From an optimization exercise on the open Yosys and OpenROAD flow, aimed at small area, a short achievable clock period and few clock cycles per item; shortcuts taken in it are not production practice. The RTL was checked by simulation tests, not by an equivalence proof against the original design. No activity file was given, so power comes from the tool's default toggle rates.

==> design.v <==
`default_nettype none
package aima_pkg;
  localparam logic [1:0] MODE_FILE_HDR  = 2'd0;
  localparam logic [1:0] MODE_CHUNK_HDR = 2'd1;
  localparam logic [1:0] MODE_DATA      = 2'd2;
  localparam logic [1:0] MODE_SCAN      = 2'd3;
  localparam logic [6:0] MAX_INDEX = 7'd88;
  function automatic logic [14:0] step_lookup(input logic [6:0] idx);
    logic [14:0] s;
    case (idx)
      7'd0: s = 15'd7;       7'd1: s = 15'd8;       7'd2: s = 15'd9;
      7'd3: s = 15'd10;      7'd4: s = 15'd11;      7'd5: s = 15'd12;
      7'd6: s = 15'd13;      7'd7: s = 15'd14;      7'd8: s = 15'd16;
      7'd9: s = 15'd17;      7'd10: s = 15'd19;     7'd11: s = 15'd21;
      7'd12: s = 15'd23;     7'd13: s = 15'd25;     7'd14: s = 15'd28;
      7'd15: s = 15'd31;     7'd16: s = 15'd34;     7'd17: s = 15'd37;
      7'd18: s = 15'd41;     7'd19: s = 15'd45;     7'd20: s = 15'd50;
      7'd21: s = 15'd55;     7'd22: s = 15'd60;     7'd23: s = 15'd66;
      7'd24: s = 15'd73;     7'd25: s = 15'd80;     7'd26: s = 15'd88;
      7'd27: s = 15'd97;     7'd28: s = 15'd107;    7'd29: s = 15'd118;
      7'd30: s = 15'd130;    7'd31: s = 15'd143;    7'd32: s = 15'd157;
      7'd33: s = 15'd173;    7'd34: s = 15'd190;    7'd35: s = 15'd209;
      7'd36: s = 15'd230;    7'd37: s = 15'd253;    7'd38: s = 15'd279;
      7'd39: s = 15'd307;    7'd40: s = 15'd337;    7'd41: s = 15'd371;
      7'd42: s = 15'd408;    7'd43: s = 15'd449;    7'd44: s = 15'd494;
      7'd45: s = 15'd544;    7'd46: s = 15'd598;    7'd47: s = 15'd658;
      7'd48: s = 15'd724;    7'd49: s = 15'd796;    7'd50: s = 15'd876;
      7'd51: s = 15'd963;    7'd52: s = 15'd1060;   7'd53: s = 15'd1166;
      7'd54: s = 15'd1282;   7'd55: s = 15'd1411;   7'd56: s = 15'd1552;
      7'd57: s = 15'd1707;   7'd58: s = 15'd1878;   7'd59: s = 15'd2066;
      7'd60: s = 15'd2272;   7'd61: s = 15'd2499;   7'd62: s = 15'd2749;
      7'd63: s = 15'd3024;   7'd64: s = 15'd3327;   7'd65: s = 15'd3660;
      7'd66: s = 15'd4026;   7'd67: s = 15'd4428;   7'd68: s = 15'd4871;
      7'd69: s = 15'd5358;   7'd70: s = 15'd5894;   7'd71: s = 15'd6484;
      7'd72: s = 15'd7132;   7'd73: s = 15'd7845;   7'd74: s = 15'd8630;
      7'd75: s = 15'd9493;   7'd76: s = 15'd10442;  7'd77: s = 15'd11487;
      7'd78: s = 15'd12635;  7'd79: s = 15'd13899;  7'd80: s = 15'd15289;
      7'd81: s = 15'd16818;  7'd82: s = 15'd18500;  7'd83: s = 15'd20350;
      7'd84: s = 15'd22385;  7'd85: s = 15'd24623;  7'd86: s = 15'd27086;
      7'd87: s = 15'd29794;  7'd88: s = 15'd32767;
      default: s = 15'd32767;
    endcase
    step_lookup = s;
  endfunction
  function automatic logic signed [4:0] index_adjust(input logic [2:0] mag);
    logic signed [4:0] a;
    case (mag)
      3'd4: a = 5'sd2;
      3'd5: a = 5'sd4;
      3'd6: a = 5'sd6;
      3'd7: a = 5'sd8;
      default: a = -5'sd1;
    endcase
    index_adjust = a;
  endfunction
endpackage
`default_nettype wire
`default_nettype none
module aima_datapath (
  input  wire logic               clk,
  input  wire logic               rst,
  input  wire logic               adv,        
  input  wire logic               push,       
  input  wire logic [7:0]         push_byte,
  input  wire logic               push_last,  
  input  wire logic               emit,       
  input  wire logic               ld_idx,     
  input  wire logic               ld_pred,    
  input  wire logic [15:0]        pred_in,
  input  wire logic [7:0]         byte_in,
  output logic                    room,       
  output logic                    busy,       
  output logic                    out_valid,
  output logic                    out_last,
  output logic signed [15:0]      pred
);
  logic        v1, qv1, qv2;
  logic [4:0]  e1, q1, q2;
  logic [6:0]  idx;
  logic        v2, l2, s2;
  logic [16:0] da, db;
  logic        pop;
  logic [4:0]  lo, hi;
  logic [3:0]  n1;
  logic [14:0] step;
  logic        sg;
  logic [16:0] t0, t1, t2, t3, x, y, a, b;
  logic [16:0] p, fs, fc, sum;
  logic [17:0] sum2;
  logic [6:0]  idx_n;
  logic signed [7:0] idx_sum;
  logic signed [4:0] adj;
  logic [15:0] pred_n;
  assign room = !qv1;
  assign busy = v1 || v2 || out_valid;
  assign pop  = adv && v1;
  assign lo   = {1'b0, push_byte[3:0]};
  assign hi   = {push_last, push_byte[7:4]};
  assign n1   = e1[3:0];
  aima_step_rom u_rom (.idx(idx), .step(step));
  always_comb begin
    sg = n1[3];
    t0 = {5'd0, step[14:3]} ^ {17{sg}};
    t1 = (n1[0] ? {4'd0, step[14:2]} : 17'd0) ^ {17{sg}};
    t2 = (n1[1] ? {3'd0, step[14:1]} : 17'd0) ^ {17{sg}};
    t3 = (n1[2] ? {2'd0, step} : 17'd0) ^ {17{sg}};
    x = t0 ^ t1 ^ t2;
    y = {(t0[15:0] & t1[15:0]) | (t0[15:0] & t2[15:0]) | (t1[15:0] & t2[15:0]), sg};
    a = x ^ y ^ t3;
    b = {(x[15:0] & y[15:0]) | (x[15:0] & t3[15:0]) | (y[15:0] & t3[15:0]), sg};
  end
  always_comb begin
    p   = {pred[15], pred};
    fs  = p ^ da ^ db;
    fc  = {(p[15:0] & da[15:0]) | (p[15:0] & db[15:0]) | (da[15:0] & db[15:0]), s2};
    sum2 = {fs, 1'b1} + {fc, s2};
    sum  = sum2[17:1];
    if (sum[16] != sum[15]) pred_n = s2 ? 16'h8000 : 16'h7FFF;
    else                    pred_n = sum[15:0];
  end
  always_comb begin
    adj = aima_pkg::index_adjust(n1[2:0]);
    idx_sum = $signed({1'b0, idx}) + 8'(adj);
    if (idx_sum < 8'sd0)                                     idx_n = 7'd0;
    else if (idx_sum > $signed({1'b0, aima_pkg::MAX_INDEX})) idx_n = aima_pkg::MAX_INDEX;
    else                                                     idx_n = idx_sum[6:0];
  end
  always_ff @(posedge clk) begin
    if (rst) begin
      v1 <= 1'b0; qv1 <= 1'b0; qv2 <= 1'b0;
    end else if (push) begin
      v1 <= 1'b1; qv1 <= 1'b1; qv2 <= v1 && !pop;
    end else if (pop) begin
      v1 <= qv1; qv1 <= qv2; qv2 <= 1'b0;
    end
  end
  always_ff @(posedge clk) begin
    if (push) begin
      if (!v1 || pop) begin
        e1 <= lo; q1 <= hi;
      end else begin
        q1 <= lo; q2 <= hi;
      end
    end else if (pop) begin
      e1 <= q1; q1 <= q2;
    end
  end
  always_ff @(posedge clk) begin
    if (rst) begin
      v2 <= 1'b0; out_valid <= 1'b0;
    end else if (adv) begin
      v2 <= v1; out_valid <= v2 || emit;
    end
  end
  always_ff @(posedge clk) begin
    if (adv) begin
      da <= a;
      db <= b;
      s2 <= n1[3];
      l2 <= e1[4];
      if (emit)    out_last <= 1'b1;
      else if (v2) out_last <= l2;
    end
    if (adv && v2) pred <= pred_n;
    else if (ld_pred) pred <= pred_in;
    if (ld_idx) idx <= (byte_in > {1'b0, aima_pkg::MAX_INDEX}) ? aima_pkg::MAX_INDEX
                                                               : byte_in[6:0];
    else if (pop) idx <= idx_n;
  end
endmodule
`default_nettype wire
module aima_step_rom(idx, step);
  input [6:0] idx;
  wire [6:0] idx;
  output [14:0] step;
  wire [14:0] step;
  wire _000_;
  wire _001_;
  wire _002_;
  wire _003_;
  wire _004_;
  wire _005_;
  wire _006_;
  wire _007_;
  wire _008_;
  wire _009_;
  wire _010_;
  wire _011_;
  wire _012_;
  wire _013_;
  wire _014_;
  wire _015_;
  wire _016_;
  wire _017_;
  wire _018_;
  wire _019_;
  wire _020_;
  wire _021_;
  wire _022_;
  wire _023_;
  wire _024_;
  wire _025_;
  wire _026_;
  wire _027_;
  wire _028_;
  wire _029_;
  wire _030_;
  wire _031_;
  wire _032_;
  wire _033_;
  wire _034_;
  wire _035_;
  wire _036_;
  wire _037_;
  wire _038_;
  wire _039_;
  wire _040_;
  wire _041_;
  wire _042_;
  wire _043_;
  wire _044_;
  wire _045_;
  wire _046_;
  wire _047_;
  wire _048_;
  wire _049_;
  wire _050_;
  wire _051_;
  wire _052_;
  wire _053_;
  wire _054_;
  wire _055_;
  wire _056_;
  wire _057_;
  wire _058_;
  wire _059_;
  wire _060_;
  wire _061_;
  wire _062_;
  wire _063_;
  wire _064_;
  wire _065_;
  wire _066_;
  wire _067_;
  wire _068_;
  wire _069_;
  wire _070_;
  wire _071_;
  wire _072_;
  wire _073_;
  wire _074_;
  wire _075_;
  wire _076_;
  wire _077_;
  wire _078_;
  wire _079_;
  wire _080_;
  wire _081_;
  wire _082_;
  wire _083_;
  wire _084_;
  wire _085_;
  wire _086_;
  wire _087_;
  wire _088_;
  wire _089_;
  wire _090_;
  wire _091_;
  wire _092_;
  wire _093_;
  wire _094_;
  wire _095_;
  wire _096_;
  wire _097_;
  wire _098_;
  wire _099_;
  wire _100_;
  wire _101_;
  wire _102_;
  wire _103_;
  wire _104_;
  wire _105_;
  wire _106_;
  wire _107_;
  wire _108_;
  wire _109_;
  wire _110_;
  wire _111_;
  wire _112_;
  wire _113_;
  wire _114_;
  wire _115_;
  wire _116_;
  wire _117_;
  wire _118_;
  wire _119_;
  wire _120_;
  wire _121_;
  wire _122_;
  wire _123_;
  wire _124_;
  wire _125_;
  wire _126_;
  wire _127_;
  wire _128_;
  wire _129_;
  wire _130_;
  wire _131_;
  wire _132_;
  wire _133_;
  wire _134_;
  wire _135_;
  wire _136_;
  wire _137_;
  wire _138_;
  wire _139_;
  wire _140_;
  wire _141_;
  wire _142_;
  wire _143_;
  wire _144_;
  wire _145_;
  wire _146_;
  wire _147_;
  wire _148_;
  wire _149_;
  wire _150_;
  wire _151_;
  wire _152_;
  wire _153_;
  wire _154_;
  wire _155_;
  wire _156_;
  wire _157_;
  wire _158_;
  wire _159_;
  wire _160_;
  wire _161_;
  wire _162_;
  wire _163_;
  wire _164_;
  wire _165_;
  wire _166_;
  wire _167_;
  wire _168_;
  wire _169_;
  wire _170_;
  wire _171_;
  wire _172_;
  wire _173_;
  wire _174_;
  wire _175_;
  wire _176_;
  wire _177_;
  wire _178_;
  wire _179_;
  wire _180_;
  wire _181_;
  wire _182_;
  wire _183_;
  wire _184_;
  wire _185_;
  wire _186_;
  wire _187_;
  wire _188_;
  wire _189_;
  wire _190_;
  wire _191_;
  wire _192_;
  wire _193_;
  wire _194_;
  wire _195_;
  wire _196_;
  wire _197_;
  wire _198_;
  wire _199_;
  wire _200_;
  wire _201_;
  wire _202_;
  wire _203_;
  wire _204_;
  wire _205_;
  wire _206_;
  wire _207_;
  wire _208_;
  wire _209_;
  wire _210_;
  wire _211_;
  wire _212_;
  wire _213_;
  wire _214_;
  wire _215_;
  wire _216_;
  wire _217_;
  wire _218_;
  wire _219_;
  wire _220_;
  wire _221_;
  wire _222_;
  wire _223_;
  wire _224_;
  wire _225_;
  wire _226_;
  wire _227_;
  wire _228_;
  wire _229_;
  wire _230_;
  wire _231_;
  wire _232_;
  wire _233_;
  wire _234_;
  wire _235_;
  wire _236_;
  wire _237_;
  wire _238_;
  wire _239_;
  wire _240_;
  wire _241_;
  wire _242_;
  wire _243_;
  wire _244_;
  wire _245_;
  wire _246_;
  wire _247_;
  wire _248_;
  wire _249_;
  wire _250_;
  wire _251_;
  wire _252_;
  wire _253_;
  wire _254_;
  wire _255_;
  wire _256_;
  wire _257_;
  wire _258_;
  wire _259_;
  wire _260_;
  wire _261_;
  wire _262_;
  wire _263_;
  wire _264_;
  wire _265_;
  wire _266_;
  wire _267_;
  wire _268_;
  wire _269_;
  assign _124_ = idx[3] | ~(idx[2]);
  assign _135_ = idx[3] & ~(idx[2]);
  assign _145_ = idx[0] | idx[1];
  assign _156_ = _135_ | ~(_145_);
  assign _167_ = _124_ & _156_;
  assign _177_ = ~(idx[0] & idx[2]);
  assign _188_ = idx[1] & idx[2];
  assign _198_ = idx[2] & _145_;
  assign _205_ = _167_ | _198_;
  assign _206_ = ~(idx[1] | idx[2]);
  assign _207_ = ~_206_;
  assign _208_ = idx[3] & ~(_206_);
  assign _209_ = idx[4] | _208_;
  assign _210_ = idx[6] & _209_;
  assign step[13] = _205_ & _210_;
  assign _211_ = ~(idx[3] | _206_);
  assign _212_ = idx[0] & idx[1];
  assign _213_ = ~_212_;
  assign _214_ = idx[0] | idx[2];
  assign _215_ = idx[2] ? idx[1] : _213_;
  assign _216_ = ~(idx[3] & _215_);
  assign _217_ = idx[3] ? _215_ : _207_;
  assign _218_ = idx[0] | ~(idx[1]);
  assign _219_ = idx[2] | _218_;
  assign _220_ = _217_ & _219_;
  assign _221_ = idx[4] | _220_;
  assign _222_ = ~(idx[2] & _212_);
  assign _223_ = idx[4] & _222_;
  assign _224_ = idx[4] & ~(idx[3]);
  assign _225_ = _145_ & _224_;
  assign _226_ = ~(_222_ & _225_);
  assign _227_ = idx[6] & _226_;
  assign step[12] = _221_ & _227_;
  assign _228_ = ~(_177_ & _214_);
  assign _229_ = ~(_211_ & _228_);
  assign _230_ = ~(idx[1] & _229_);
  assign _231_ = idx[6] & ~(idx[4]);
  assign _232_ = idx[1] | _124_;
  assign _233_ = _231_ & _232_;
  assign _234_ = ~(_230_ & _233_);
  assign _235_ = idx[5] & ~(idx[6]);
  assign _236_ = idx[4] & _235_;
  assign _237_ = _208_ & _214_;
  assign _238_ = ~(_236_ & _237_);
  assign _239_ = idx[4] & idx[6];
  assign _240_ = idx[1] | ~(_214_);
  assign _241_ = idx[1] | ~(idx[0]);
  assign _242_ = idx[2] | ~(_241_);
  assign _243_ = _177_ & _240_;
  assign _244_ = idx[3] | _243_;
  assign _245_ = ~(_239_ & _244_);
  assign _246_ = _234_ & _245_;
  assign step[11] = ~(_238_ & _246_);
  assign _247_ = idx[2] & ~(_145_);
  assign _248_ = idx[3] | _212_;
  assign _249_ = _247_ | _248_;
  assign _250_ = idx[0] & idx[3];
  assign _251_ = idx[4] | _250_;
  assign _252_ = idx[6] & _251_;
  assign _253_ = idx[3] | idx[2];
  assign _254_ = idx[4] & _253_;
  assign _255_ = _235_ & _254_;
  assign _256_ = _255_ & ~(_237_);
  assign _257_ = _249_ ? _252_ : _231_;
  assign step[10] = _256_ | _257_;
  assign _258_ = idx[0] | idx[3];
  assign _259_ = idx[3] | _218_;
  assign _260_ = ~(idx[2] & _241_);
  assign _261_ = ~(_259_ & _260_);
  assign _262_ = ~(idx[2] & _250_);
  assign _263_ = idx[3] | ~(_177_);
  assign _264_ = ~(_262_ & _263_);
  assign _265_ = _261_ & _264_;
  assign _266_ = _206_ & _258_;
  assign _267_ = idx[4] | _266_;
  assign _268_ = _265_ | _267_;
  assign _269_ = idx[2] | ~(_212_);
  assign _000_ = _145_ & _269_;
  assign _001_ = ~(_225_ & _269_);
  assign _002_ = idx[6] & _001_;
  assign _003_ = ~(_268_ & _002_);
  assign _004_ = ~(_216_ & _254_);
  assign _005_ = idx[3] & _198_;
  assign _006_ = idx[4] | _005_;
  assign _007_ = _235_ & _006_;
  assign _008_ = ~(_004_ & _007_);
  assign step[9] = ~(_003_ & _008_);
  assign _009_ = ~(_208_ & _228_);
  assign _010_ = idx[1] & _214_;
  assign _011_ = ~(idx[1] & _214_);
  assign _012_ = ~(_224_ & _010_);
  assign _013_ = ~(idx[3] | _188_);
  assign _014_ = ~(_145_ & _013_);
  assign _015_ = idx[4] & _014_;
  assign _016_ = _254_ | _015_;
  assign _017_ = _012_ & _016_;
  assign _018_ = ~(_009_ & _017_);
  assign _019_ = _235_ & ~(_013_);
  assign _020_ = _019_ & ~(_005_);
  assign _021_ = _236_ | _020_;
  assign _022_ = ~(_018_ & _021_);
  assign _023_ = ~(_229_ & _239_);
  assign _024_ = idx[3] | _265_;
  assign _025_ = ~(idx[1] | _024_);
  assign _026_ = _243_ | ~(idx[3]);
  assign _027_ = ~(_231_ & _026_);
  assign _028_ = _025_ | _027_;
  assign _029_ = _023_ & _028_;
  assign step[8] = ~(_022_ & _029_);
  assign _030_ = _145_ | _253_;
  assign _031_ = _258_ ? idx[2] : _206_;
  assign _032_ = idx[0] | ~(_188_);
  assign _033_ = idx[3] & _241_;
  assign _034_ = ~(_032_ & _033_);
  assign _035_ = ~(_248_ & _034_);
  assign _036_ = ~(_236_ & _035_);
  assign _037_ = _031_ | _036_;
  assign _038_ = ~(idx[3] & _011_);
  assign _039_ = ~(_228_ & _013_);
  assign _040_ = _231_ & _039_;
  assign _041_ = ~(_038_ & _040_);
  assign _042_ = ~(_218_ & _241_);
  assign _043_ = ~(idx[2] & _042_);
  assign _044_ = ~(_208_ & _043_);
  assign _045_ = _019_ & ~(idx[4]);
  assign _046_ = ~(_044_ & _045_);
  assign _047_ = ~(idx[5] | idx[6]);
  assign _048_ = idx[3] & idx[4];
  assign _049_ = ~(_188_ & _048_);
  assign _050_ = ~(_047_ & _049_);
  assign _051_ = idx[6] & _224_;
  assign _052_ = _207_ & _051_;
  assign _053_ = ~(_032_ & _052_);
  assign _054_ = _050_ & _053_;
  assign _055_ = _041_ & _054_;
  assign _056_ = _037_ & _055_;
  assign step[7] = _046_ & _056_;
  assign _057_ = ~(idx[1] & _264_);
  assign _058_ = _248_ & _032_;
  assign _059_ = _057_ & _058_;
  assign _060_ = idx[5] | _059_;
  assign _061_ = idx[5] & _009_;
  assign _062_ = idx[4] | _061_;
  assign _063_ = _060_ & _062_;
  assign _064_ = idx[6] | _063_;
  assign _065_ = _177_ & _048_;
  assign _066_ = ~(idx[0] | _188_);
  assign _067_ = ~(_207_ & _066_);
  assign _068_ = ~(_065_ & _067_);
  assign _069_ = ~(_224_ & _242_);
  assign _070_ = ~(idx[3] | idx[4]);
  assign _071_ = ~(_215_ & _070_);
  assign _072_ = _069_ & _071_;
  assign _073_ = ~(_068_ & _072_);
  assign _074_ = ~(_235_ & _073_);
  assign _075_ = idx[2] | ~(_145_);
  assign _076_ = ~(idx[3] & _075_);
  assign _077_ = _231_ & _076_;
  assign _078_ = ~(_024_ & _077_);
  assign _079_ = ~(_239_ & _025_);
  assign _080_ = _078_ & _079_;
  assign _081_ = _064_ & _080_;
  assign step[6] = _074_ & _081_;
  assign _082_ = _135_ & ~(_241_);
  assign _083_ = _261_ | _082_;
  assign _084_ = _223_ & _012_;
  assign _085_ = ~(_083_ & _084_);
  assign _086_ = _229_ & _240_;
  assign _087_ = idx[4] | _086_;
  assign _088_ = _235_ & _085_;
  assign _089_ = ~(_087_ & _088_);
  assign _090_ = ~(_216_ & _223_);
  assign _091_ = ~(_047_ & _090_);
  assign _092_ = _218_ | ~(_051_);
  assign _093_ = ~(_135_ & _042_);
  assign _094_ = ~(_040_ & _093_);
  assign _095_ = _092_ & _094_;
  assign _096_ = _091_ & _095_;
  assign step[5] = _089_ & _096_;
  assign _097_ = ~(_000_ & _052_);
  assign _098_ = idx[4] | ~(idx[3]);
  assign _099_ = _098_ | ~(_215_);
  assign _100_ = idx[1] | _228_;
  assign _101_ = ~(_070_ & _100_);
  assign _102_ = ~(_240_ & _048_);
  assign _103_ = ~(_206_ & _224_);
  assign _104_ = _235_ & _103_;
  assign _105_ = _102_ & _104_;
  assign _106_ = _101_ & _105_;
  assign _107_ = ~(_099_ & _106_);
  assign _108_ = _097_ & _107_;
  assign _109_ = _145_ & _011_;
  assign _110_ = _258_ & ~(_109_);
  assign _111_ = _110_ | ~(_254_);
  assign _112_ = _047_ & _098_;
  assign _113_ = ~(_111_ & _112_);
  assign _114_ = ~(idx[0] & _038_);
  assign _115_ = ~(_228_ & _114_);
  assign _116_ = idx[1] & ~(_264_);
  assign _117_ = _231_ & ~(_116_);
  assign _118_ = ~(_115_ & _117_);
  assign _119_ = _113_ & _118_;
  assign step[4] = _108_ & _119_;
  assign _120_ = _098_ | ~(_067_);
  assign _121_ = idx[4] | _214_;
  assign _122_ = ~(idx[3] | _109_);
  assign _123_ = ~(_121_ & _122_);
  assign _125_ = ~(_120_ & _123_);
  assign _126_ = ~(_235_ & _125_);
  assign _127_ = ~(idx[3] & _066_);
  assign _128_ = ~(_057_ & _127_);
  assign _129_ = ~(idx[4] & _128_);
  assign _130_ = idx[4] | _167_;
  assign _131_ = _047_ & _130_;
  assign _132_ = ~(_129_ & _131_);
  assign _133_ = ~(_262_ & _034_);
  assign _134_ = ~(_236_ & _133_);
  assign _136_ = idx[3] | ~(_260_);
  assign _137_ = ~(_077_ & _136_);
  assign _138_ = ~(_043_ & _051_);
  assign _139_ = _086_ | _138_;
  assign _140_ = _134_ & _139_;
  assign _141_ = _137_ & _140_;
  assign _142_ = _126_ & _141_;
  assign step[3] = _132_ & _142_;
  assign _143_ = _114_ | ~(_253_);
  assign _144_ = ~(idx[4] | _247_);
  assign _146_ = ~(_058_ & _144_);
  assign _147_ = _130_ & _146_;
  assign _148_ = ~(_188_ | _147_);
  assign _149_ = ~(_143_ & _148_);
  assign _150_ = _222_ & ~(_066_);
  assign _151_ = _150_ | ~(_224_);
  assign _152_ = ~(idx[5] | _065_);
  assign _153_ = _151_ & _152_;
  assign _154_ = ~(_149_ & _153_);
  assign _155_ = ~(_218_ & _048_);
  assign _157_ = idx[5] & _155_;
  assign _158_ = _012_ & _157_;
  assign _159_ = _146_ & _158_;
  assign _160_ = ~(idx[6] | _159_);
  assign _161_ = ~(_154_ & _160_);
  assign _162_ = idx[1] | ~(_177_);
  assign _163_ = ~(_222_ & _162_);
  assign _164_ = ~(_051_ & _163_);
  assign _165_ = _231_ & _261_;
  assign _166_ = _165_ & ~(_122_);
  assign _168_ = _164_ & ~(_166_);
  assign step[2] = _161_ & _168_;
  assign _169_ = idx[3] ? idx[2] : _218_;
  assign _170_ = ~(_016_ & _169_);
  assign _171_ = ~(_135_ & _218_);
  assign _172_ = _135_ ? _218_ : _042_;
  assign _173_ = idx[4] | _172_;
  assign _174_ = _047_ & _173_;
  assign _175_ = ~(_170_ & _174_);
  assign _176_ = _212_ | _253_;
  assign _178_ = _145_ & _049_;
  assign _179_ = ~(_176_ & _178_);
  assign _180_ = ~(_236_ & _179_);
  assign _181_ = ~(_051_ & _066_);
  assign _182_ = _180_ & _181_;
  assign _183_ = ~(idx[3] & _171_);
  assign _184_ = _233_ & _258_;
  assign _185_ = ~(_183_ & _184_);
  assign _186_ = _235_ & ~(idx[4]);
  assign _187_ = _083_ | ~(_186_);
  assign _189_ = _185_ & _187_;
  assign _190_ = _182_ & _189_;
  assign step[1] = _175_ & _190_;
  assign _191_ = idx[3] & ~(_042_);
  assign _192_ = _191_ | ~(_015_);
  assign _193_ = _258_ & ~(_251_);
  assign _194_ = ~(_067_ & _193_);
  assign _195_ = ~(_192_ & _194_);
  assign _196_ = ~(_047_ & _195_);
  assign _197_ = idx[3] ? _066_ : _145_;
  assign _199_ = ~(idx[6] & _197_);
  assign _200_ = _017_ | _199_;
  assign _201_ = ~(_067_ & _183_);
  assign _202_ = ~(_186_ & _201_);
  assign _203_ = _036_ & _202_;
  assign _204_ = _196_ & _203_;
  assign step[0] = _200_ & _204_;
  assign step[14] = _239_ & _030_;
endmodule
`default_nettype none
module aima_control (
  input  wire logic               clk,
  input  wire logic               rst,
  input  wire logic               in_valid,
  output logic                    in_ready,
  input  wire logic [7:0]         in_byte,
  input  wire logic               in_end,
  input  wire logic               room,
  input  wire logic               busy,
  output logic [15:0]             rate,
  output logic                    push,
  output logic [7:0]              push_byte,
  output logic                    push_last,
  output logic                    emit,
  output logic                    ld_idx,
  output logic                    ld_pred,
  output logic [7:0]              hbyte,
  output logic [15:0]             hpair       
);
  logic [3:0][7:0] h;        
  logic        bv;           
  logic        blast;        
  logic [15:0] cand;         
  logic [1:0]  mode;
  logic [3:0]  bpos;
  logic [15:0] left;
  logic [4:1]  mh;           
  logic        rpl;          
  logic [1:0]  rp;           
  logic        take, act, match, prior, dec_byte, hdr;
  logic [2:0]  k;            
  logic [7:0]  rb;           
  logic        last_byte;
  logic        bv_n, rpl_n, uncond_n;
  logic [1:0]  mode_n;
  logic [3:0]  bpos_n;
  logic [4:1]  mh_n;
  assign take  = in_valid && in_ready;
  assign match = h[3] == 8'hAF && h[2] == 8'hDE && h[1] == 8'h00 && h[0] == 8'h00;
  assign prior = |mh;
  always_comb begin
    if (mh[1])      k = 3'd1;
    else if (mh[2]) k = 3'd2;
    else if (mh[3]) k = 3'd3;
    else            k = 3'd4;
  end
  assign rb    = h[rp];
  assign hbyte = h[0];
  assign hpair = {h[0], h[1]};
  assign hdr   = mode == aima_pkg::MODE_FILE_HDR;
  always_comb begin
    unique case (mode)
      aima_pkg::MODE_FILE_HDR: act = bv && (bpos != 4'd3 || !busy);
      aima_pkg::MODE_DATA:     act = bv && room && !rpl;
      default:                 act = bv;
    endcase
  end
  assign dec_byte  = room && (rpl || (act && mode == aima_pkg::MODE_DATA));
  assign push      = dec_byte;
  assign push_byte = rb;
  assign push_last = last_byte;
  assign last_byte = (left == 16'd1) || !rpl || rp == 2'd0;
  assign ld_idx  = act && hdr && bpos == 4'd8;
  assign ld_pred = act && hdr && bpos == 4'd7;
  assign emit    = act && hdr && bpos == 4'd11;
  always_comb begin
    mode_n = mode;
    bpos_n = bpos;
    rpl_n  = rpl;
    mh_n   = mh;
    if (act) begin
      mh_n = {mh[3:1], match};
      unique case (mode)
        aima_pkg::MODE_FILE_HDR: begin
          if (bpos == 4'd11) begin
            mode_n = aima_pkg::MODE_CHUNK_HDR; bpos_n = 4'd0;
          end else bpos_n = bpos + 4'd1;
        end
        aima_pkg::MODE_CHUNK_HDR: begin
          bpos_n = bpos + 4'd1;
          if (bpos == 4'd7) begin
            bpos_n = 4'd0;
            if (match) mode_n = (cand != 16'd0) ? aima_pkg::MODE_DATA : aima_pkg::MODE_CHUNK_HDR;
            else if (prior) begin
              if (left == 16'd0) bpos_n = {1'b0, k};
              else rpl_n = 1'b1;
            end else mode_n = aima_pkg::MODE_SCAN;
          end
        end
        aima_pkg::MODE_SCAN: begin
          if (match) begin
            mode_n = (cand != 16'd0) ? aima_pkg::MODE_DATA : aima_pkg::MODE_CHUNK_HDR;
            bpos_n = 4'd0;
          end
        end
        default: begin   
          if (left == 16'd1) begin
            mode_n = aima_pkg::MODE_CHUNK_HDR; bpos_n = 4'd0;
          end
        end
      endcase
      if (blast && !rpl_n) begin
        mode_n = aima_pkg::MODE_FILE_HDR; bpos_n = 4'd0;
      end
    end
    if (rpl && dec_byte && last_byte) begin
      rpl_n  = 1'b0;
      mode_n = (left != 16'd1) ? aima_pkg::MODE_DATA : aima_pkg::MODE_CHUNK_HDR;
      bpos_n = (left != 16'd1) ? 4'd0 : {2'b00, rp};
      if (blast) begin
        mode_n = aima_pkg::MODE_FILE_HDR; bpos_n = 4'd0;
      end
    end
  end
  always_comb begin
    bv_n = take || (bv && !act);
    unique case (mode_n)
      aima_pkg::MODE_FILE_HDR:  uncond_n = bpos_n != 4'd3;
      aima_pkg::MODE_CHUNK_HDR: uncond_n = !(bpos_n == 4'd7 && (|mh_n));
      aima_pkg::MODE_SCAN:      uncond_n = 1'b1;
      default:                  uncond_n = 1'b0;
    endcase
  end
  always_ff @(posedge clk) begin
    if (rst) begin
      mode     <= aima_pkg::MODE_FILE_HDR;
      bpos     <= 4'd0;
      bv       <= 1'b0;
      rpl      <= 1'b0;
      rp       <= 2'd0;
      in_ready <= 1'b1;
    end else begin
      mode     <= mode_n;
      bpos     <= bpos_n;
      bv       <= bv_n;
      rpl      <= rpl_n;
      in_ready <= !rpl_n && (!bv_n || uncond_n);
      if (act && mode == aima_pkg::MODE_CHUNK_HDR && bpos == 4'd7 && !match && prior &&
          left != 16'd0)
        rp <= k[1:0] - 2'd1;
      else if (rpl && dec_byte)
        rp <= last_byte ? 2'd0 : rp - 2'd1;
    end
  end
  always_ff @(posedge clk) begin
    if (take) begin
      h     <= {h[2:0], in_byte};
      blast <= in_end;
      if (in_byte == 8'hAF) cand <= {h[2], h[3]};
    end
    if (act) mh <= mh_n[4:1];
    if (act && hdr && bpos == 4'd3) rate <= {h[2], h[3]};
    if (act && (mode == aima_pkg::MODE_CHUNK_HDR || mode == aima_pkg::MODE_SCAN) && match)
      left <= cand;
    else if (dec_byte) left <= left - 16'd1;
  end
endmodule
`default_nettype wire
`default_nettype none
module aud_ima_adpcm_stream_decoder_unit (
  input  wire logic        clk,
  input  wire logic        rst,
  input  wire logic        s_axis_tvalid,
  output logic             s_axis_tready,
  input  wire logic [7:0]  s_axis_tdata,    
  input  wire logic        s_axis_tlast,    
  output logic             m_axis_tvalid,
  input  wire logic        m_axis_tready,
  output logic [31:0]      m_axis_tdata,    
  output logic             m_axis_tlast     
);
  logic        adv, room, busy, push, push_last, emit, ld_idx, ld_pred;
  logic [7:0]  push_byte, hbyte;
  logic [15:0] hpair;
  logic [15:0] rate;
  logic signed [15:0] pred;
  assign adv = !m_axis_tvalid || m_axis_tready;
  aima_control u_ctrl (
    .clk(clk), .rst(rst),
    .in_valid(s_axis_tvalid), .in_ready(s_axis_tready),
    .in_byte(s_axis_tdata), .in_end(s_axis_tlast),
    .room(room), .busy(busy), .rate(rate),
    .push(push), .push_byte(push_byte), .push_last(push_last), .emit(emit),
    .ld_idx(ld_idx), .ld_pred(ld_pred), .hbyte(hbyte), .hpair(hpair)
  );
  aima_datapath u_dp (
    .clk(clk), .rst(rst), .adv(adv), .push(push), .push_byte(push_byte),
    .push_last(push_last), .emit(emit), .ld_idx(ld_idx), .ld_pred(ld_pred),
    .pred_in(hpair), .byte_in(hbyte), .room(room), .busy(busy),
    .out_valid(m_axis_tvalid), .out_last(m_axis_tlast), .pred(pred)
  );
  assign m_axis_tdata = {rate, pred};
endmodule
`default_nettype wire
==> flow/run.sh <==
#!/bin/bash
set -euo pipefail
bash standard.sh SETUP_SLACK_MARGIN=7 \
  CTS_ARGS="-sink_clustering_enable -repair_clock_nets -dont_use_dummy_load" \
  finish > make_finish.log 2>&1
==> standard.sh <==
#!/bin/bash
# synth_recipe.tcl (not shown) runs the flow's synth.tcl, then flattens the netlist and writes it again
# the make line also repeats each setting of config.mk as NAME=value (left out here)
make -C /OpenROAD-flow-scripts/flow DESIGN_CONFIG=/design/flow/config.mk WORK_HOME=/design/flow/orfs CLKGATE_MAP_FILE= SYNTH_SCRIPT=/design/flow/synth_recipe.tcl "${@:-finish}"
==> config.mk <==
export PLATFORM = sky130hd
export DESIGN_NAME = aud_ima_adpcm_stream_decoder_unit
export DESIGN_NICKNAME = aud_ima_adpcm_stream_decoder_unit
export VERILOG_FILES = /design/flow/design.v
export SDC_FILE = /design/flow/constraint.sdc
export NUM_CORES = 4
export LEC_CHECK = 0
export CAP_MARGIN = 20
export CORE_MARGIN = 2
export CORE_UTILIZATION = 40
export SETUP_SLACK_MARGIN = 5
export SLEW_MARGIN = 20
export TNS_END_PERCENT = 5
==> constraint.sdc <==
create_clock -name core_clock -period 11.0 [get_ports {clk}]
set_input_delay 2.2000 -clock core_clock [delete_from_list [all_inputs] [get_ports {clk}]]
set_output_delay 2.2000 -clock core_clock [all_outputs]
set_load 0.01 [all_outputs]
==> run notes, run 1 <==
status=complete, no violations; Area Overhead vs Synth=12.7%; vias in the first global route=7751; first-pass GRT wire length=44200 µm; Iteration-0 DRC Markers=872; TritonCTS clock tree=built; Worst EP arrival=4.10 ns; Synth cell types=83; post-synth top area share=42.5%; die height=170 µm; First-pass DRT Iterations=7; Buf+Inv Stages, Crit Path=3; CP endpoint kind=register; pin count of the biggest net entering global routing=54; RSZ-0062 raised after global routing=true; placed cell areas=11800 µm²; cells along the critical path=buf_6, clkinvlp_4, ha_1, nor3_1, nor2_1, o21ai_0, o21ai_0, xnor2_1, a21o_1, fa_1, inv_1, fa_1; HP Class=reg2reg; Routed WL=28300 µm; DP Wirelength=20400 µm; clock transition at the registers of the reported paths=0.06 ns; period utilization=35.8%; DR vias/cell=5.78; Mapped Cells=1043; Routed WL per cell=19.9 µm; gr ovfl total=0; number of flops mapped to enable cells by yosys=156; clk sink count=172; Worst setup SP type=register; layout cell share with drive strength beyond 1=8.69%; Initial Utilization=40.8%; Cell Pwr Density=101 nW/µm²; min Tclk post-route=3.94 ns; DRC=0; Die ar.=28900 µm²; row count=60; number of diodes=0; Die X=170 µm; maximum level of the CTS H-tree=4; Hold Vio Cnt, Final=0; maximum clock rate=254 MHz; Max clock buf depth=2; critical path's slowest cell=fa_1; worst vdd ir=0.0931 mV; I/O Pins=48; commonest non-fill, non-tap cell in the layout=edfxtp_1; Req. time, crit path=11.16 ns; input/output buffers=47; final setup vio count=0; Setup CP Type=reg2reg; max cap viols=0; Root Buffer=clkbuf_16; biggest cell delay along the critical path=0.50 ns; post-synthesis cell area=11000 µm²; core box area=27000 µm²; Worst Skew=0.0218 ns; crit-path leading delay family=adder cells; Avg Cell Area, Syn=10.6 µm²; fin nets=1178; post-route insts no fill=1423; TNS Setup=0 ns; #FFs+latches synth=172; Synth async-reset ratio=0%; Main synth FF type=edfxtp_1; CTS buffer count=17; Slew Limit Fails=0; post-synthesis sequential area ratio=45.4%; CP Max Fanout=31; worst slack at placement=6.05 ns; area leader, netlist=edfxtp_1; via count=8219; Worst-Margin Slew=0.905 ns; Area contributors post-synth=edfxtp_1 (42%), fa_1 (7.6%), ha_1 (4.4%); Worst-Skew Late Latency=0.43 ns; Final GP Congestion=0.914; Inst Count DP=1388; min setup slack post-route=7.06 ns; P_leak=0.00447 µW; initial antenna violation count=0; design area=12400 µm²; most frequent cells in the layout=edfxtp_1 (156), nand2_1 (110), a21oi_1 (93); Yosys warning count=2; ANT nets after route=0; relative max-transition margin=38.9%; GR Util All Layers=19.9%; syn nets=1137; Design Power=1250 µW
[repair_timing]
action / 4_1_cts / 5_1_grt
pin swaps: 0 / 2
hold buffers: 0 / 0
endpoints found under the setup margin: 89 / 34
gates resized for setup: 4 / 7
cloned: 1 / 0
buffers inserted: 7 / 10
[final cells by class]
type                       instances  area [µm²]
clock buffer                      17         425
fill                            2521       14600
inverter                          45         180
sequential                       172        5000
timing repair buffer              71         654
timing repair inverter             1        5.00
multi-input combinational        776        5740
tap                              341         427
[kinds of logic (layout without fill, tap and decap cells)]
kind of cell               count (synthesis)  in the layout  share of synthesized area [%]
and+or+nand+nor                          329            329                           14.3
muxes                                     18             18                           2.70
buffers and inverters                     95            134                           3.31
adders and majority gates                 82             82                           12.1
AOI/OAI and AO/OA                        277            277                           16.5
DFF                                      172            172                           45.4
xor gates and xnor gates                  70             70                           5.69
[state kept, by name (all words and copies together) (netlist names), 2 cells and up]
name         cells
u_ctrl.rp        2
u_dp.q1          5
u_dp.db         16
u_ctrl.mode      2
u_ctrl.h        32
u_dp.e1          5
u_dp.q2          5
u_dp.da         15
u_ctrl.rate     16
u_dp.pred       16
u_ctrl.mh        4
u_ctrl.cand     16
u_ctrl.left     16
u_ctrl.bpos      4
u_dp.idx         7
[layer usage]
| metal | vias up | GRT usage [%] | share of wire, % |
|---|---|---|---|
| met3 | 43 | 3.44 | 5.7 |
| met1 | 3981 | 29.3 | 47 |
| met4 | 0 | 5.57 | 2.0 |
| met5 | - | 0 | 0 |
| li1 | 3902 | - | - |
| met2 | 293 | 30.4 | 45 |
[path summary, 6_finish.rpt]
kind                     end   startpoint  cells past startpoint  slack (ns)
setup / recovery  u_dp.da[3]  u_dp.idx[2]                     12        7.06
hold reg to reg      u_dp.l2   u_dp.e1[4]                      0        0.45
setup reg to reg  u_dp.da[3]  u_dp.idx[2]                     12        7.06
hold / removal       u_dp.l2   u_dp.e1[4]                      0        0.45
[report_power, final]
part	internal, µW	total [µW]	switching, µW
sequential	719	733	13.8
clock	268	488	220
combinational	14.0	29.5	15.4
[synthesized netlist by cell type (4+ instances only)]
master and count:
clkbuf_1 45, nand3_1 21, a31oi_1 11, xor2_1 20
o31ai_1 9, o21bai_1 8, mux2_2 4, nor4_1 6
o41ai_1 4, a221o_1 10, ha_1 39, a211oi_1 7
o21ai_0 49, o21a_1 6, a21o_1 19, o311ai_0 4
dfxtp_1 16, and2_1 7, o221ai_1 5, nand2_1 113
a21oi_1 93, nor2_1 85, nor3_1 29, o22ai_1 8
fa_1 42, nor2b_1 9, inv_1 42, mux4_2 9
nand2b_1 9, edfxtp_1 156, mux2i_1 5, nor3b_1 4
xnor2_1 49, or3_1 9, and3_1 4, nand4b_1 5
nand4_1 7, o211ai_1 11
[through the flow]
stage	utilization (%)	hold WS (ns)
floorplan	-	0.400
global placement	43.7	0.434
detailed placement	43.7	0.433
CTS	45.6	0.457
global route	46.0	0.450
finish	46.0	0.451
Testbench counts, summed over its fixed seeds: cycles 33,056, samples 31,880.
==> inputs of run 2 (changes only) <==
==> flow/run.sh (replaced) <==
#!/bin/bash
set -euo pipefail
bash standard.sh SETUP_SLACK_MARGIN=7.5 \
  CTS_ARGS="-sink_clustering_enable -repair_clock_nets -dont_use_dummy_load" \
  finish > make_finish.log 2>&1
==> run notes, run 2 <==
Req. time, crit path=8.80 ns; TritonCTS clock tree=built; Root Buffer=clkbuf_16; most frequent cells in the layout=edfxtp_1 (156), nand2_1 (109), a21oi_1 (86); Worst setup SP type=register; Inst Count DP=1389; CP Max Fanout=2; Buf+Inv Stages, Crit Path=2; clock transition at the registers of the reported paths=0.06 ns; Hold Vio Cnt, Final=0; CTS buffer count=17; design area=12900 µm²; Iteration-0 DRC Markers=858; Synth async-reset ratio=0%; clk sink count=172; Main synth FF type=edfxtp_1; I/O Pins=48; pin count of the biggest net entering global routing=54; maximum level of the CTS H-tree=4; Max clock buf depth=2; initial antenna violation count=0; Routed WL per cell=20.2 µm; Routed WL=29200 µm; post-synthesis sequential area ratio=45.4%; First-pass DRT Iterations=5; first-pass GRT wire length=46100 µm; DRC=0; worst vdd ir=0.111 mV; Worst Skew=0.0312 ns; status=complete, no violations; Initial Utilization=40.8%; Die ar.=28900 µm²; core box area=27000 µm²; Mapped Cells=1043; input/output buffers=47; Die X=170 µm; #FFs+latches synth=172; ANT nets after route=0; DP Wirelength=20400 µm; Setup CP Type=reg2out; relative max-transition margin=44.2%; die height=170 µm; cells along the critical path=buf_4, clkdlybuf4s50_1; post-synthesis cell area=11000 µm²; maximum clock rate=271 MHz; via count=8455; biggest cell delay along the critical path=0.48 ns; Hold Buf Count CTS=0; critical path's slowest cell=clkdlybuf4s50_1; number of diodes=0; row count=60; syn nets=1137; post-route insts no fill=1447; Largest Register=u_ctrl.h; commonest cells in the netlist=edfxtp_1 (156), nand2_1 (113), a21oi_1 (93); gr ovfl total=0; crit-path leading delay family=buffers and inverters; post-synth top area share=42.5%; commonest non-fill, non-tap cell in the layout=edfxtp_1; HP Class=reg2reg; final setup vio count=0; Slew Limit Fails=0; TNS Setup=0 ns; period utilization=33.5%; Worst-Margin Slew=0.833 ns; fin nets=1202; Area contributors post-synth=edfxtp_1 (42%), fa_1 (7.6%), ha_1 (4.4%); DR vias/cell=5.84; vias in the first global route=8207; Worst EP arrival=1.49 ns; placed cell areas=11800 µm²; GR Util All Layers=20.7%; min Tclk post-route=3.69 ns; Cell Pwr Density=96.2 nW/µm²; area leader, netlist=edfxtp_1; Final GP Congestion=0.920; Synth cell types=83; Worst-Skew Late Latency=0.44 ns; max cap viols=0; P_leak=0.00464 µW; Yosys warning count=2; RSZ-0062 raised after global routing=true; Avg Cell Area, Syn=10.6 µm²; Area Overhead vs Synth=17.3%; number of flops mapped to enable cells by yosys=156; most instantiated library cell after synthesis=edfxtp_1; CP endpoint kind=primary output; max FFs per register=32; layout cell share with drive strength beyond 1=14.5%
## run 2: cell counts after synthesis
Identical to the previous run, type by type.
## run 2: area by class of cell
type,count,area (µm²)
clock buffers,17,425
fillers,2457,14100
inverters,45,188
multi-input cells,777,6020
flip-flops and latches,172,5000
well taps,341,427
repair buffers,94,870
repair inverters,1,5.00
## run 2: routing by layer
layer  up-vias  global-route usage (%)  routed length [µm]
met4         0                    6.84                 680
met1      4089                    30.4               13600
met5         -                       0                   0
li1       3972                       -                   -
met2       336                    31.6               13100
met3        58                    2.88                1860
## run 2: cell families (layout without fill, tap and decap cells)
logic type	after synthesis	in the layout	synth area share [%]
adder cells (fa/ha/maj)	82	82	12.1
buffers and inverters	95	157	3.31
flip-flops	172	172	45.4
AO/OA/AOI/OAI	277	277	16.5
XOR/XNOR	70	70	5.69
AND/OR/NAND/NOR	329	330	14.3
multiplexers	18	18	2.70
## run 2: worst reg2reg max path, delay by kind of cell, from the launching register on
kind            cells  cell delay (ns)
flops               1             0.43
compound gates      6             1.39
simple gates        2             0.25
xor+xnor            1             0.41
fa+ha+maj           2             0.84
## run 2: per-stage QoR
step / utilization, % / setup slack, ns / hold WS (ns) / total power [µW]
finish: 47.9 / 7.31 / 0.445 / 1240
global route: 47.9 / 7.27 / 0.442 / 1280
CTS: 47.4 / 7.25 / 0.441 / 1250
detailed placement: 43.7 / 6.09 / 0.417 / 775
global placement: 43.7 / 6.13 / 0.429 / 775
floorplan: - / 6.93 / 0.400 / 756
## run 2: path summary, 6_finish.rpt
kind | startpoint | endpoint | slack, ns | cells after the start
worst max-delay path | u_dp.pred[6] | m_axis_tdata[6] | 7.31 | 2
worst min-delay path | u_dp.e1[4] | u_dp.l2 | 0.44 | 0
worst max register to register | u_dp.da[5] | u_dp.pred[2] | 7.40 | 11
worst min register to register | u_dp.e1[4] | u_dp.l2 | 0.44 | 0
## run 2: what timing repair did
| item | 4_1_cts | 5_1_grt |
|---|---|---|
| endpoints found under the setup margin | 158 | 159 |
| setup buffers | 30 | 8 |
| pin swaps | 21 | 7 |
| gates resized for setup | 66 | 17 |
| gates cloned | 3 | 0 |
## run 2: power by group
part,leakage (µW),internal (µW),total [µW],switching (µW)
combinational,0.00282,13.9,29.6,15.7
clock,0.000209,268,482,214
sequential,0.00161,719,733,14.0
total,0.00464,1000,1240,244
==> inputs of run 3 (changes only) <==
==> flow/run.sh (replaced) <==
#!/bin/bash
set -euo pipefail
bash standard.sh SETUP_SLACK_MARGIN=7.25 \
  CTS_ARGS="-sink_clustering_enable -repair_clock_nets -dont_use_dummy_load" \
  finish > make_finish.log 2>&1
==> run notes, run 3 <==
row count=60; max cap viols=0; Area contributors post-synth=edfxtp_1 (42%), fa_1 (7.6%), ha_1 (4.4%); Largest Register=u_ctrl.h; First-pass DRT Iterations=5; TritonCTS clock tree=built; gr ovfl total=0; routed length on met2=12700 µm; Worst EP arrival=1.62 ns; die height=170 µm; DRC=0; maximum clock rate=262 MHz; Routed WL=28600 µm; hold slack final=0.437 ns; Die ar.=28900 µm²; highest metal used=met4; Die X=170 µm; via count=8383; Synth cell types=83; worst slack at placement=6.09 ns; fin nets=1181; syn nets=1137; GR Util All Layers=20.3%; #FFs+latches synth=172; P_leak=0.00448 µW; post-synthesis sequential area ratio=45.4%; final setup vio count=0; critical register-to-register path endpoint=u_dp.pred[0]; worst vdd ir=0.111 mV; Design Power=1240 µW; Max clock buf depth=2; CP endpoint kind=primary output; Worst setup SP type=register; RSZ-0062 raised after global routing=true; filler cell count=2486; Worst-Margin Slew=0.842 ns; Routed WL per cell=20.1 µm; clock transition at the registers of the reported paths=0.06 ns; Area Overhead vs Synth=13.8%; Yosys warning count=2; maximum level of the CTS H-tree=4; period utilization=34.8%; pin count of the biggest net entering global routing=54; first-pass GRT wire length=45100 µm; WL met3=1560 µm; relative max-transition margin=43.6%; Initial Utilization=40.8%; reg2reg start=u_dp.db[3]; FF-to-FF setup slack=7.30 ns; Avg Cell Area, Syn=10.6 µm²; r2r worst-path depth=11; I/O Pins=48; TNS Setup=0 ns; CP Max Fanout=2; Hold Buf Count CTS=0; hold path depth=0; Slew Limit Fails=0; Root Buffer=clkbuf_16; hold path start=u_dp.e1[4]; commonest non-fill, non-tap cell in the layout=edfxtp_1; HP Class=reg2reg; most instantiated library cell after synthesis=edfxtp_1; Final GP Congestion=0.920; min Tclk post-route=3.82 ns; Main synth FF type=edfxtp_1; Worst-Skew Late Latency=0.44 ns; clk sink count=172; post-synthesis cell area=11000 µm²; commonest cells in the netlist=edfxtp_1 (156), nand2_1 (113), a21oi_1 (93); ANT nets after route=0; CTS buffer count=17; Mapped Cells=1043; Cell Pwr Density=99.1 nW/µm²; initial antenna violation count=0; Synth async-reset ratio=0%; layout cell share with drive strength beyond 1=10.7%; Inst Count DP=1389; vias in the first global route=8037; Req. time, crit path=8.80 ns; area leader, netlist=edfxtp_1; max FFs per register=32; Setup CP Type=reg2out; number of flops mapped to enable cells by yosys=156; post-synth top area share=42.5%; core box area=27000 µm²; Iteration-0 DRC Markers=819; most frequent cells in the layout=edfxtp_1 (156), nand2_1 (110), a21oi_1 (89); status=complete, no violations; WHS Endpoint=u_dp.l2; min setup slack post-route=7.18 ns; Hold Vio Cnt, Final=0; Worst Skew=0.0333 ns; post-route insts no fill=1426; input/output buffers=47; DP Wirelength=20400 µm; met1 WL=13700 µm; number of diodes=0; DR vias/cell=5.88
run 3: cell counts after synthesis:
Identical to the previous run, type by type.
run 3: metal layers:
layer / up-vias / global-route usage (%)
li1: 3928 / -
met1: 4089 / 30.1
met2: 317 / 30.8
met3: 49 / 2.51
met4: 0 / 6.54
met5: - / 0
run 3: critical path: stages (launching register included):
cell,delay [ns]
edfxtp_1,0.44
buf_4,0.16
buf_4,0.12
clkdlybuf4s50_1,0.48
run 3: power breakdown:
part	leakage [µW]	switching (µW)	internal (µW)
combinational	0.00267	15.8	13.9
sequential	0.00161	14.2	719
clock	0.000209	214	268
total	0.00448	244	1000
run 3: cells by family (layout without fill, tap and decap cells):
group / count (synthesis) / in the layout / synth area share [%]
mux: 18 / 18 / 2.70
compound gates: 277 / 277 / 16.5
buf+inv: 95 / 137 / 3.31
simple gates: 329 / 329 / 14.3
fa+ha+maj: 82 / 82 / 12.1
xor+xnor: 70 / 70 / 5.69
flops: 172 / 172 / 45.4
run 3: worst max-delay path by stage:
stage                        startpoint               end  slack, ns
final                      u_dp.pred[6]   m_axis_tdata[6]       7.18
after global routing        u_dp.idx[4]        u_dp.da[2]       7.14
after CTS                 u_dp.pred[15]  m_axis_tdata[15]       7.25
after detailed placement  m_axis_tready      u_dp.pred[2]       6.09
after global placement    m_axis_tready      u_dp.pred[2]       6.13
after floorplan           m_axis_tready     u_dp.pred[12]       6.93
run 3: repair_timing:
action / CTS / global route
endpoints found under the setup margin: 95 / 39
cloned: 1 / 0
gates resized for setup: 25 / 19
pin swaps: 3 / 8
setup buffers: 16 / 3
run 3: stage by stage:
step           utilization [%]  area, µm²
2_1_floorplan                -      11100
3_3_place_gp              43.7      11800
3_5_place_dp              43.7      11800
4_1_cts                   46.1      12500
5_1_grt                   46.5      12600
6_report                  46.5      12600
run 3: final cells by class:
cell class                      count  area (µm²)  share of cell area [%]
Timing Repair inverter              1        5.00                  0.0399
Tap cell                          341         427                    3.40
Timing Repair Buffer               74         684                    5.45
Multi-Input combinational cell    776        5830                    46.4
Inverter                           45         183                    1.45
Clock buffer                       17         425                    3.39
Sequential cell                   172        5000                    39.9
==> inputs of run 4 (changes only) <==
==> flow/run.sh (replaced) <==
#!/bin/bash
# The standard layout, with: timing repair aiming for 7.25 ns of setup slack at
# the design's clock period; every port buffered with buf_4 (the standard
# flow's choice is a delay buffer); clock tree synthesis without dummy loads.
# config.mk's settings otherwise. ORFS's per-step logs stay under orfs/logs;
# make's own output goes to make_finish.log.
set -euo pipefail
bash standard.sh SETUP_SLACK_MARGIN=7.25 \
  BUFFER_PORTS_ARGS="-buffer_cell sky130_fd_sc_hd__buf_4" \
  CTS_ARGS="-sink_clustering_enable -repair_clock_nets -dont_use_dummy_load" \
  finish > make_finish.log 2>&1
==> run notes, run 4 <==
status=complete, no violations; Max clock buf depth=2; maximum level of the CTS H-tree=4; TNS Setup=0 ns; crit path from=u_dp.idx[0]; number of flops mapped to enable cells by yosys=156; Worst Skew=0.0234 ns; CTS buffer count=17; die height=170 µm; most frequent cells in the layout=edfxtp_1 (156), nand2_1 (111), a21oi_1 (88); Buf+Inv Stages, Crit Path=2; Routed WL=29100 µm; syn nets=1137; stages on the worst setup path=11; post-synthesis cell area=11000 µm²; DR vias/cell=5.89; min Tclk post-route=3.75 ns; Hold Vio Cnt, Final=0; DP Wirelength=20700 µm; post-route insts no fill=1431; hold path start=u_dp.e1[4]; ANT nets after route=0; final setup vio count=0; Iteration-0 DRC Markers=907; worst slack at placement=6.43 ns; initial antenna violation count=0; Area contributors post-synth=edfxtp_1 (42%), fa_1 (7.6%), ha_1 (4.4%); CP endpoint kind=register; reg2reg start=u_dp.idx[0]; clock transition at the registers of the reported paths=0.06 ns; Hold Buf Count CTS=0; number of diodes=0; most instantiated library cell after synthesis=edfxtp_1; r2r worst-path depth=11; crit-path leading delay family=adder cells; vias in the first global route=8086; first-pass GRT wire length=46000 µm; Mapped Cells=1043; via count=8429; Req. time, crit path=11.16 ns; Main synth FF type=edfxtp_1; commonest non-fill, non-tap cell in the layout=edfxtp_1; HP Class=reg2reg; cells along the critical path=inv_1, ha_2, nor3_1, nor2_1, o21ai_0, o21ai_1, xnor2_1, a21o_1, fa_1, inv_1, fa_1; Die ar.=28900 µm²; First-pass DRT Iterations=6; maximum clock rate=266 MHz; clk sink count=172; RSZ-0062 raised after global routing=true; Inst Count DP=1389; core box area=27000 µm²; hold path depth=0; worst vdd ir=0.0921 mV; Final GP Congestion=0.915; post-synthesis sequential area ratio=45.4%; Synth async-reset ratio=0%; critical path's slowest cell=edfxtp_1; Avg Cell Area, Syn=10.6 µm²; pin count of the biggest net entering global routing=54; input/output buffers=47; DRC=0; min setup slack post-route=7.25 ns; biggest cell delay along the critical path=0.50 ns; layout cell share with drive strength beyond 1=15.0%; period utilization=34.1%; Cell Pwr Density=100 nW/µm²; Initial Utilization=40.8%; TritonCTS clock tree=built; max FFs per register=32; Routed WL per cell=20.3 µm; row count=60; GR Util All Layers=20.5%; Area Overhead vs Synth=12.9%; Die X=170 µm; Yosys warning count=2; Worst setup SP type=register; CP Max Fanout=7; #FFs+latches synth=172; Worst-Margin Slew=0.852 ns; Synth cell types=83; fin nets=1186; relative max-transition margin=43.2%; Worst EP arrival=3.91 ns; Worst-Skew Late Latency=0.43 ns; gr ovfl total=0; post-synth top area share=42.5%; area leader, netlist=edfxtp_1; Largest Register=u_ctrl.h; max cap viols=0; I/O Pins=48; Root Buffer=clkbuf_16; P_leak=0.00455 µW; Design Power=1250 µW; Setup CP Type=reg2reg; Slew Limit Fails=0; commonest cells in the netlist=edfxtp_1 (156), nand2_1 (113), a21oi_1 (93)
[run 4: cell counts after synthesis]
No cell type changed its count.
[run 4: per-stage QoR]
step	util (%)	hold slack, ns	area (µm²)
after global placement	43.3	0.427	11700
after floorplan	-	0.400	11100
after global routing	46.1	0.469	12500
final	46.1	0.460	12500
after CTS	45.6	0.467	12300
after detailed placement	43.3	0.435	11700
[run 4: worst register-to-register path, stage by stage, from the launching register on]
cell	delay [ns]
edfxtp_1	0.50
inv_1	0.25
ha_2	0.38
nor3_1	0.28
nor2_1	0.12
o21ai_0	0.31
o21ai_1	0.19
xnor2_1	0.22
a21o_1	0.23
fa_1	0.50
inv_1	0.06
fa_1	0.46
[run 4: path summary, 6_finish.rpt]
check                    end  slack (ns)
setup / recovery  u_dp.da[3]        7.25
hold / removal       u_dp.l2        0.46
setup reg to reg  u_dp.da[3]        7.25
hold reg to reg      u_dp.l2        0.46
[run 4: cells by family (layout without fill, tap and decap cells)]
kind of cell | after synthesis | in the layout | share of synthesized area, %
and+or+nand+nor | 329 | 329 | 14.3
AOI/OAI and AO/OA | 277 | 277 | 16.5
DFF | 172 | 172 | 45.4
buffers and inverters | 95 | 142 | 3.31
adders and majority gates | 82 | 82 | 12.1
xor gates and xnor gates | 70 | 70 | 5.69
muxes | 18 | 18 | 2.70
[run 4: repair_timing]
action | 4_1_cts | 5_1_grt
gates resized for setup | 19 | 16
pin swaps | 2 | 5
setup endpoints to repair | 71 | 39
gates cloned | 1 | 0
buffers inserted | 17 | 7
[run 4: layout make-up]
type	instances	area, µm²
Inverter	45	183
Multi-Input combinational cell	776	5800
Timing Repair Buffer	79	608
Fill cell	2518	14600
Timing Repair inverter	1	5.00
Sequential cell	172	5000
Clock buffer	17	425
Tap cell	341	427
[run 4: report_power, final]
group / total [µW] / switching (µW) / internal [µW] / leakage [µW]
clock: 484 / 215 / 268 / 0.000209
sequential: 732 / 13.5 / 719 / 0.00161
combinational: 29.2 / 16.2 / 13.0 / 0.00273
[run 4: per-layer routing]
metal | share of wire [%] | global-route usage [%] | wire (µm) | vias up
met5 | 0 | 0 | 0 | -
met3 | 7.4 | 3.72 | 2160 | 56
li1 | - | - | - | 3930
met2 | 44 | 31.0 | 12800 | 358
met4 | 2.4 | 6.24 | 701 | 0
met1 | 46 | 30.0 | 13400 | 4085
==> inputs of run 5 (changes only) <==
==> flow/run.sh (replaced) <==
#!/bin/bash
# The standard layout, with: timing repair aiming for 7.25 ns of setup slack at
# the design's clock period; every port buffered with buf_2 (the standard
# flow's choice is a delay buffer); clock tree synthesis without dummy loads.
# config.mk's settings otherwise. ORFS's per-step logs stay under orfs/logs;
# make's own output goes to make_finish.log.
set -euo pipefail
bash standard.sh SETUP_SLACK_MARGIN=7.25 \
  BUFFER_PORTS_ARGS="-buffer_cell sky130_fd_sc_hd__buf_2" \
  CTS_ARGS="-sink_clustering_enable -repair_clock_nets -dont_use_dummy_load" \
  finish > make_finish.log 2>&1
==> run notes, run 5 <==
status=complete, no violations; filler cell count=2510; I/O Pins=48; worst vdd ir=0.116 mV; post-route insts no fill=1422; r2r worst-path depth=10; Root Buffer=clkbuf_16; TNS Setup=0 ns; DR vias/cell=5.84; via count=8310; Final GP Congestion=0.935; hold path depth=0; Worst EP arrival=3.87 ns; maximum level of the CTS H-tree=4; number of flops mapped to enable cells by yosys=156; CP Max Fanout=12; Psw=245 µW; #FFs+latches synth=172; Synth cell types=83; internal power=999 µW; Area Overhead vs Synth=11.7%; input/output buffers=47; Setup CP Type=reg2reg; Req. time, crit path=11.15 ns; Worst setup SP type=register; Mapped Cells=1043; Worst-Skew Late Latency=0.43 ns; First-pass DRT Iterations=5; area leader, netlist=edfxtp_1; Initial Utilization=40.8%; number of diodes=0; CP endpoint kind=register; P_leak=0.00448 µW; Slew Limit Fails=0; Worst Skew=0.0274 ns; post-synthesis sequential area ratio=45.4%; biggest cell delay along the critical path=0.50 ns; stages on the worst setup path=10; worst slack at placement=6.47 ns; syn nets=1137; vias in the first global route=7748; DRC=0; sw frac=19.7%; Worst-Margin Slew=0.884 ns; Die X=170 µm; commonest non-fill, non-tap cell in the layout=edfxtp_1; pin count of the biggest net entering global routing=54; clock power share=38.9%; gr ovfl total=0; Synth async-reset ratio=0%; ANT nets after route=0; max FFs per register=32; min setup slack post-route=7.29 ns; clock transition at the registers of the reported paths=0.07 ns; die height=170 µm; clk sink count=172; CTS buffer count=17; max cap viols=0; Design Power=1240 µW; Area contributors post-synth=edfxtp_1 (42%), fa_1 (7.6%), ha_1 (4.4%); layout cell share with drive strength beyond 1=14.8%; Main synth FF type=edfxtp_1; hold slack final=0.449 ns; relative max-transition margin=41.1%; Cell Pwr Density=101 nW/µm²; initial antenna violation count=0; Routed WL=29100 µm; Yosys warning count=2; GR Util All Layers=20.4%; logic gate share of total power=2.2%; Hold Vio Cnt, Final=0; Max clock buf depth=2; Largest Register=u_ctrl.h; row count=60; final setup vio count=0; Iteration-0 DRC Markers=934; HP Class=reg2reg; Hold Buf Count CTS=0; most instantiated library cell after synthesis=edfxtp_1; cells along the critical path=fa_1, ha_1, or3_1, o311ai_4, o21ai_2, a21o_1, a21o_1, xnor3_2, and2_4, a221o_2; Flop pwr share=58.9%; critical path's slowest cell=fa_1; maximum clock rate=269 MHz; Buf+Inv Stages, Crit Path=0; most frequent cells in the layout=edfxtp_1 (156), nand2_1 (110), a21oi_1 (89); post-synth top area share=42.5%; period utilization=33.8%; crit-path leading delay family=compound AO/OA/AOI/OAI gates; Die ar.=28900 µm²; Most common cell on crit path=a21o_1; commonest cells in the netlist=edfxtp_1 (156), nand2_1 (113), a21oi_1 (93); core box area=27000 µm²; DP Wirelength=20900 µm; TritonCTS clock tree=built; RSZ-0062 raised after global routing=true; Inst Count DP=1390; min Tclk post-route=3.71 ns; first-pass GRT wire length=45100 µm; fin nets=1177; Avg Cell Area, Syn=10.6 µm²; post-synthesis cell area=11000 µm²; Routed WL per cell=20.5 µm
[run 5: cell count changes in the layout (fill, tap and decap cells not counted), moves of 2 or more]
cell,delta
xnor2_2,+2
buf_4,-56
xnor2_1,-2
ha_4,+2
o21ai_0,-2
buf_2,+47
[run 5: kinds of logic after synthesis]
| kind of cell | count (synthesis) | share of synthesized area (%) |
|---|---|---|
| flip-flops | 172 | 45.4 |
| AO/OA/AOI/OAI | 277 | 16.5 |
| AND/OR/NAND/NOR | 329 | 14.3 |
| adder cells (fa/ha/maj) | 82 | 12.1 |
| buffers and inverters | 95 | 3.31 |
| multiplexers | 18 | 2.70 |
| XOR/XNOR | 70 | 5.69 |
[run 5: path summary, 6_finish.rpt]
check / startpoint / end / slack [ns]
setup / recovery: u_dp.pred[6] / u_dp.pred[2] / 7.29
hold / removal: u_dp.e1[4] / u_dp.l2 / 0.45
setup reg to reg: u_dp.pred[6] / u_dp.pred[2] / 7.29
hold reg to reg: u_dp.e1[4] / u_dp.l2 / 0.45
[run 5: routing by layer]
| metal | vias up | global-route usage (%) | routed length, µm |
|---|---|---|---|
| li1 | 3908 | - | - |
| met5 | - | 0 | 0 |
| met2 | 321 | 30.6 | 13100 |
| met1 | 4054 | 30.6 | 13600 |
| met4 | 0 | 5.46 | 458 |
| met3 | 27 | 3.12 | 1970 |
[run 5: power by group through the flow]
stage                     clock [µW]  combinational, µW  sequential (µW)
after floorplan                    0               17.8              738
after global placement             0               26.9              746
after detailed placement           0               27.1              746
after CTS                        493               27.4              732
after global routing             516               29.9              733
final                            484               27.5              732
[run 5: what timing repair did]
item | in CTS | in global routing
setup endpoints to repair | 81 | 52
setup buffers | 5 | 9
pin swaps | 2 | 6
resized for setup | 19 | 30
gates cloned | 1 | 0
[run 5: cell type report]
cell class	instances	area, µm²	share of cell area [%]
clock buffers	17	425	3.45
multi-input cells	776	5850	47.4
flip-flops and latches	172	5000	40.6
well taps	341	427	3.46
inverters	45	189	1.53
repair inverters	1	5.00	0.0406
repair buffers	70	427	3.46
[run 5: per-stage QoR]
stage / utilization, % / cell area, µm²
floorplan: - / 11100
global placement: 42.9 / 11600
detailed placement: 42.9 / 11600
CTS: 44.9 / 12100
global route: 45.6 / 12300
finish: 45.6 / 12300

==> port drivers added, routing unchanged <==
The flow's constraints put no driver on any port. The routed layouts listed below were extracted and timed again, unchanged, in two steps. Step 1: set_driving_cell puts a clkbuf_16 on clk and a buf_2 on each other input, an assumption about the parent block. Step 2 also shifts input and output timing later by t, the mid clock arrival at the registers, as if the neighbouring blocks saw the same clock. Slacks: ideal / step 1 / step 2; pairs: ideal / step 1.
run | t, ns | setup slack, ns | pins driven straight from the clock port
run 1 | 0.469 | 7.063 / 7.063 / 6.705 | 1
run 2 | 0.465 | 7.311 / 7.268 / 6.980 | 1
run 3 | 0.467 | 7.177 / 7.131 / 6.960 | 1
run 4 | 0.463 | 7.247 / 7.247 / 7.087 | 1
run 5 | 0.463 | 7.286 / 7.286 / 7.108 | 1
After both steps every run listed still meets setup and hold. The setup slack of run 1, which loses most, moves by 0.000 ns with the drivers and by -0.358 ns with both steps.
